This is an optimization exercise on Yosys and OpenROAD, whose aim is small area, not a production implementation. RTL that was checked went through simulation tests only; none was proved equivalent to the original. No activity file was given, so power comes from the tool's default toggle rates.

Setup of run 5:
// layer_top
module layer_top (
   input  logic             clk,
   input  logic             reset,
   input  logic             s_valid,
   input  logic             m_ready,
   input  layer_pkg::data_t data_in,
   output logic             s_ready,
   output logic             m_valid,
   output layer_pkg::data_t data_out
);
Size: ~38 I/O pins.
clock: 7.0 ns
lec_check: 0
cap_margin: 20
core_margin: 2
core_utilization: 40
slew_margin: 20
standard.sh (not shown) runs the stock make flow with config.mk's settings and CLKGATE_MAP_FILE= SYNTH_SCRIPT=/design/flow/synth_recipe.tcl, a recipe that flattens the netlist after the stock synthesis.
==> flow/flow/run.sh <==
#!/bin/bash
# The standard synthesis, then its combinational logic mapped again by
# ABC with an area-oriented script (flow/abc_resyn.script): the standard
# synthesis's registers and adder cells stay exactly as they are, with their
# names; full adders may work on complemented signals (flow/fa_polarity.py).
# Then the standard layout of that netlist, with extra ORFS make
# variables from flow/make_vars (one per line).
# Logs: flow_synth.log and flow_make.log (make's output), flow_fa_polarity.log,
# flow_resyn.log and flow_resyn_check.log (Yosys); each ORFS step also keeps its own log under orfs/logs.
set -euo pipefail
args=()
while IFS= read -r line; do
   [[ -z "$line" || "$line" == \#* ]] && continue
   args+=("$line")
done < flow/make_vars

bash standard.sh "${args[@]}" synth > flow_synth.log 2>&1

RES=orfs/results/$FLOW_PLATFORM/layer_top/base
LIB=$FLOW_HOME/platforms/$FLOW_PLATFORM/lib/sky130_fd_sc_hd__tt_025C_1v80.lib
YOSYS=$FLOW_HOME/../tools/install/yosys/bin/yosys
DONT_USE=$(grep -o 'sky130_fd_sc_hd__[a-z0-9_]*' $FLOW_HOME/platforms/$FLOW_PLATFORM/config.mk | sort -u | sed 's/^/-dont_use /' | tr '\n' ' ')
cp $RES/1_2_yosys.v 1_2_yosys_standard.v
# Full adders on complemented signals where that saves inverters
python3 flow/fa_polarity.py 1_2_yosys_standard.v 1_2_yosys_fapol.v > flow_fa_polarity.log 2>&1
cat > resyn.ys <<EOT
read_liberty -ignore_miss_func $LIB
read_verilog 1_2_yosys_fapol.v
hierarchy -top $FLOW_TOP
blackbox sky130_fd_sc_hd__dfxtp_1 sky130_fd_sc_hd__edfxtp_1 sky130_fd_sc_hd__fa_1 sky130_fd_sc_hd__ha_1 sky130_fd_sc_hd__conb_1
tee -o resyn_stat_before.txt stat -liberty $LIB
flatten
opt -purge
abc -script $PWD/flow/abc_resyn.script -liberty $LIB $DONT_USE -constr $PWD/orfs/objects/$FLOW_PLATFORM/layer_top/base/abc.constr
splitnets
opt_clean -purge
hilomap -singleton -hicell sky130_fd_sc_hd__conb_1 HI -locell sky130_fd_sc_hd__conb_1 LO
insbuf -buf sky130_fd_sc_hd__buf_4 A X
tee -o resyn_stat_after.txt stat -liberty $LIB
write_verilog -noattr -nohex -nodec 1_2_yosys_resyn.v
EOT
$YOSYS -s resyn.ys > flow_resyn.log 2>&1
# The new netlist must be fully mapped and hold the same registers
cat > resyn_check.ys <<EOT
read_liberty -lib $LIB
read_verilog 1_2_yosys_resyn.v
hierarchy -check -top $FLOW_TOP
check -assert -mapped
EOT
$YOSYS -s resyn_check.ys > flow_resyn_check.log 2>&1
regs() { grep -oE 'sky130_fd_sc_hd__e?dfxtp_[0-9]+ +\\?[^ ]+' "$1" | sort; }
if ! diff <(regs 1_2_yosys_standard.v) <(regs 1_2_yosys_resyn.v) > flow_resyn_regs.diff; then
   echo "registers differ from the standard synthesis" >&2
   exit 1
fi
cp 1_2_yosys_resyn.v $RES/1_2_yosys.v
rm -f $RES/1_synth.odb
bash standard.sh "${args[@]}" finish > flow_make.log 2>&1
Other scripts of this flow, unchanged in this note and not shown: flow/flow/abc_resyn.script, flow/flow/fa_polarity.py, flow/flow/make_vars
The following lists how run 3 was set up differently from run 5:
--- a/flow/design.v
+++ b/flow/design.v
@@ -507,22 +507,22 @@
    assign cy_out[6] = (op_a[5] & op_b[5]) | (op_a[5] & cy[5]) | (op_b[5] & cy[5]);
    assign cy[6] = run & acc_cy[6];
    assign sum[6] = op_a[6] ^ op_b[6] ^ cy[6];
    assign cy[7] = (op_a[6] & op_b[6]) | (op_a[6] & cy[6]) | (op_b[6] & cy[6]);
    assign sum[7] = op_a[7] ^ op_b[7] ^ cy[7];
    assign cy[8] = (op_a[7] & op_b[7]) | (op_a[7] & cy[7]) | (op_b[7] & cy[7]);
    assign sum[8] = op_a[8] ^ op_b[8] ^ cy[8];
    assign cy[9] = (op_a[8] & op_b[8]) | (op_a[8] & cy[8]) | (op_b[8] & cy[8]);
    assign sum[9] = op_a[9] ^ op_b[9] ^ cy[9];
-   assign cy[10] = (op_a[9] & op_b[9]) | (op_a[9] & cy[9]) | (op_b[9] & cy[9]);
+   assign cy_out[10] = (op_a[9] & op_b[9]) | (op_a[9] & cy[9]) | (op_b[9] & cy[9]);
+   assign cy[10] = run & acc_cy[10];
    assign sum[10] = op_a[10] ^ op_b[10] ^ cy[10];
-   assign cy_out[11] = (op_a[10] & op_b[10]) | (op_a[10] & cy[10]) | (op_b[10] & cy[10]);
-   assign cy[11] = run & acc_cy[11];
+   assign cy[11] = (op_a[10] & op_b[10]) | (op_a[10] & cy[10]) | (op_b[10] & cy[10]);
    assign sum[11] = op_a[11] ^ op_b[11] ^ cy[11];
    assign cy[12] = (op_a[11] & op_b[11]) | (op_a[11] & cy[11]) | (op_b[11] & cy[11]);
    assign sum[12] = op_a[12] ^ op_b[12] ^ cy[12];
    assign cy[13] = (op_a[12] & op_b[12]) | (op_a[12] & cy[12]) | (op_b[12] & cy[12]);
    assign sum[13] = op_a[13] ^ op_b[13] ^ cy[13];
    assign cy_out[14] = (op_a[13] & op_b[13]) | (op_a[13] & cy[13]) | (op_b[13] & cy[13]);
    assign cy[14] = run & acc_cy[14];
    assign sum[14] = op_a[14] ^ op_b[14] ^ cy[14];
    assign cy[15] = (op_a[14] & op_b[14]) | (op_a[14] & cy[14]) | (op_b[14] & cy[14]);
@@ -530,29 +530,29 @@
    assign cy_out[0] = 1'b0;
    assign cy_out[1] = 1'b0;
    assign cy_out[2] = 1'b0;
    assign cy_out[3] = 1'b0;
    assign cy_out[4] = 1'b0;
    assign cy_out[5] = 1'b0;
    assign cy_out[7] = 1'b0;
    assign cy_out[8] = 1'b0;
    assign cy_out[9] = 1'b0;
-   assign cy_out[10] = 1'b0;
+   assign cy_out[11] = 1'b0;
    assign cy_out[12] = 1'b0;
    assign cy_out[13] = 1'b0;
    assign cy_out[15] = 1'b0;
    logic [15:0] cy_q;    
    always_ff @(posedge clk)
       if (en) begin
          acc  <= sum;
-         cy_q <= cy_out & 16'h4840;
+         cy_q <= cy_out & 16'h4440;
       end
-   assign acc_cy = cy_q & 16'h4840;
+   assign acc_cy = cy_q & 16'h4440;
 endmodule
 module mac_array (
    input  logic                 clk,
    input  logic                 vec_wr_en,
    input  logic                 x_bypass,
    input  layer_pkg::data_t     data_in,
    input  layer_pkg::vec_addr_t pos,
    input  logic                 run,
    input  logic                 en,
[summary]
- Lower power goes to run 3 over run 5.
- Run 3 vs. run 5: mean area per synthesized cell has remained practically unchanged, sum of met3 wire segment lengths after detailed routing decreased about 22%, chip width essentially unchanged.
- There was hardly any difference in sequential share of layout area between run 5 and run 3.
- Between run 3 and run 5, the final standard cell count with taps included and fillers excluded is higher for run 5.
- Run 3 ended up with met2 as its layer with the highest usage; run 5 ended up with met1.
- Diff run 5..run 3 | number of max-cap violations | unchanged
- Run 3 vs. run 5: post-placement cell area lost 0.47%; net count after synthesis lost about 0.6%.

* * *

Setup of JK:
layer_top, a different RTL version from the one above (not shown whole).
Size in the first run: roughly 1100 cells after synthesis, ~38 I/O pins, about 9900 µm² of cells after synthesis.
Settings: LEC_CHECK=0, CAP_MARGIN=20, CORE_MARGIN=2, CORE_UTILIZATION=40, SLEW_MARGIN=20; clock period 7.0 ns.
==> flow/flow/run.sh <==
#!/bin/bash
# The standard synthesis, then its combinational logic mapped again by
# ABC with an area-oriented script (flow/abc_resyn.script): the standard
# synthesis's registers and full-adder cells stay exactly as they are, with their
# names; full adders may work on complemented signals (flow/fa_polarity.py).
# Then the standard layout of that netlist, with extra ORFS make
# variables from flow/make_vars (one per line).
# Logs: flow_synth.log and flow_make.log (make's output), flow_fa_polarity.log,
# flow_resyn.log and flow_resyn_check.log (Yosys); each ORFS step also keeps its own log under orfs/logs.
set -euo pipefail
args=()
while IFS= read -r line; do
   [[ -z "$line" || "$line" == \#* ]] && continue
   args+=("$line")
done < flow/make_vars

bash standard.sh "${args[@]}" synth > flow_synth.log 2>&1

RES=orfs/results/$FLOW_PLATFORM/layer_top/base
LIB=$FLOW_HOME/platforms/$FLOW_PLATFORM/lib/sky130_fd_sc_hd__tt_025C_1v80.lib
YOSYS=$FLOW_HOME/../tools/install/yosys/bin/yosys
DONT_USE=$(grep -o 'sky130_fd_sc_hd__[a-z0-9_]*' $FLOW_HOME/platforms/$FLOW_PLATFORM/config.mk | sort -u | sed 's/^/-dont_use /' | tr '\n' ' ')
cp $RES/1_2_yosys.v 1_2_yosys_standard.v
# Full adders on complemented signals where that saves inverters
python3 flow/fa_polarity.py 1_2_yosys_standard.v 1_2_yosys_fapol.v > flow_fa_polarity.log 2>&1
cat > resyn.ys <<EOT
read_liberty -ignore_miss_func $LIB
read_verilog 1_2_yosys_fapol.v
hierarchy -top $FLOW_TOP
blackbox sky130_fd_sc_hd__dfxtp_1 sky130_fd_sc_hd__edfxtp_1 sky130_fd_sc_hd__fa_1 sky130_fd_sc_hd__conb_1
tee -o resyn_stat_before.txt stat -liberty $LIB
flatten
opt -purge
abc -script $PWD/flow/abc_resyn.script -liberty $LIB $DONT_USE -constr $PWD/orfs/objects/$FLOW_PLATFORM/layer_top/base/abc.constr
splitnets
opt_clean -purge
hilomap -singleton -hicell sky130_fd_sc_hd__conb_1 HI -locell sky130_fd_sc_hd__conb_1 LO
insbuf -buf sky130_fd_sc_hd__buf_4 A X
tee -o resyn_stat_after.txt stat -liberty $LIB
write_verilog -noattr -nohex -nodec 1_2_yosys_resyn.v
EOT
$YOSYS -s resyn.ys > flow_resyn.log 2>&1
# The new netlist must be fully mapped and hold the same registers
cat > resyn_check.ys <<EOT
read_liberty -lib $LIB
read_verilog 1_2_yosys_resyn.v
hierarchy -check -top $FLOW_TOP
check -assert -mapped
EOT
$YOSYS -s resyn_check.ys > flow_resyn_check.log 2>&1
regs() { grep -oE 'sky130_fd_sc_hd__e?dfxtp_[0-9]+ +\\?[^ ]+' "$1" | sort; }
if ! diff <(regs 1_2_yosys_standard.v) <(regs 1_2_yosys_resyn.v) > flow_resyn_regs.diff; then
   echo "registers differ from the standard synthesis" >&2
   exit 1
fi
cp 1_2_yosys_resyn.v $RES/1_2_yosys.v
rm -f $RES/1_synth.odb
bash standard.sh "${args[@]}" finish > flow_make.log 2>&1
Other scripts of this flow, unchanged in this note and not shown: flow/flow/abc_resyn.script, flow/flow/fa_polarity.py, flow/flow/make_vars
Here is what was changed in the inputs of MS compared with JK.
--- a/flow/design.v
+++ b/flow/design.v
@@ -509,18 +509,18 @@
    assign sum[6] = op_a[6] ^ op_b[6] ^ cy[6];
    assign cy[7] = (op_a[6] & op_b[6]) | (op_a[6] & cy[6]) | (op_b[6] & cy[6]);
    assign sum[7] = op_a[7] ^ op_b[7] ^ cy[7];
    assign cy[8] = (op_a[7] & op_b[7]) | (op_a[7] & cy[7]) | (op_b[7] & cy[7]);
    assign sum[8] = op_a[8] ^ op_b[8] ^ cy[8];
    assign cy[9] = (op_a[8] & op_b[8]) | (op_a[8] & cy[8]) | (op_b[8] & cy[8]);
    assign sum[9] = op_a[9] ^ op_b[9] ^ cy[9];
-   assign cy[10] = (op_a[9] & op_b[9]) | (op_a[9] & cy[9]) | (op_b[9] & cy[9]);
+   assign cy_out[10] = (op_a[9] & op_b[9]) | (op_a[9] & cy[9]) | (op_b[9] & cy[9]);
+   assign cy[10] = run & acc_cy[10];
    assign sum[10] = op_a[10] ^ op_b[10] ^ cy[10];
-   assign cy_out[11] = (op_a[10] & op_b[10]) | (op_a[10] & cy[10]) | (op_b[10] & cy[10]);
-   assign cy[11] = run & acc_cy[11];
+   assign cy[11] = (op_a[10] & op_b[10]) | (op_a[10] & cy[10]) | (op_b[10] & cy[10]);
    assign sum[11] = op_a[11] ^ op_b[11] ^ cy[11];
    assign cy[12] = (op_a[11] & op_b[11]) | (op_a[11] & cy[11]) | (op_b[11] & cy[11]);
    assign sum[12] = op_a[12] ^ op_b[12] ^ cy[12];
    assign cy[13] = (op_a[12] & op_b[12]) | (op_a[12] & cy[12]) | (op_b[12] & cy[12]);
    assign sum[13] = op_a[13] ^ op_b[13] ^ cy[13];
    assign cy[14] = (op_a[13] & op_b[13]) | (op_a[13] & cy[13]) | (op_b[13] & cy[13]);
    assign sum[14] = op_a[14] ^ op_b[14] ^ cy[14];
@@ -531,26 +531,26 @@
    assign cy_out[2] = 1'b0;
    assign cy_out[3] = 1'b0;
    assign cy_out[4] = 1'b0;
    assign cy_out[5] = 1'b0;
    assign cy_out[7] = 1'b0;
    assign cy_out[8] = 1'b0;
    assign cy_out[9] = 1'b0;
-   assign cy_out[10] = 1'b0;
+   assign cy_out[11] = 1'b0;
    assign cy_out[12] = 1'b0;
    assign cy_out[13] = 1'b0;
    assign cy_out[14] = 1'b0;
    assign cy_out[15] = 1'b0;
    logic [15:0] cy_q;    
    always_ff @(posedge clk)
       if (en) begin
          acc  <= sum;
-         cy_q <= cy_out & 16'h0840;
+         cy_q <= cy_out & 16'h0440;
       end
-   assign acc_cy = cy_q & 16'h0840;
+   assign acc_cy = cy_q & 16'h0440;
 endmodule
 module mac_array (
    input  logic                 clk,
    input  logic                 vec_wr_en,
    input  logic                 x_bypass,
    input  layer_pkg::data_t     data_in,
    input  layer_pkg::vec_addr_t pos,
Findings:
- Clock network power down about 2% in MS wrt JK
- MS vs. JK: critical path depth now larger, number of rows created at floorplan comparable, setup clock skew after layout now larger, post-CTS setup buffer count comparable, synthesized cell count now smaller.
- Looking at data arrival time of the critical path across JK and MS, the one that comes out higher is MS.
- Global-route usage across JK and MS: no real change.
- Diff JK -> MS: maximum VDD drop fell by about 30%, largest fanout on the critical path fell by 8, combinational gate power rose by about 11%.
- Compared with JK, MS shows wire length lower by 1.7%.
No run of this note included a check of the RTL's function; only the layout flow was run.

-- what the ideal ports hide --
The flow's constraints put no driver on any port. The routed layouts listed below were extracted and timed again, unchanged, in two steps.
Step 1: set_driving_cell puts a clkbuf_16 on clk and a buf_2 on each other input, an assumption about the parent block.
Step 2 moves the port delays by t, midway between the first and last clock arrival at a register: inputs arrive t later, outputs are due t later. That takes back most of the time a late clock gives input paths.
a / b / c = no drivers / after step 1 / after step 2; a / b = the first two.
run	t (ns)	setup slack, ns	worst setup path after step 2	worst data-port slew with drivers (ns)	pins driven straight from the clock port
run 5	0.501	0.349 / 0.349 / 0.113	input to register	0.03	1
run 3	0.490	0.374 / 0.374 / 0.055	input to register	0.05	1
JK	0.486	0.375 / 0.375 / -0.022	input to register	0.04	1
MS	0.483	0.246 / 0.251 / -0.229	input to register	0.04	1
Met with ideal ports but missed after step 2: setup timing in JK and MS. The setup slack of MS, which loses most, moves by +0.005 ns with the drivers and by -0.475 ns with both steps.
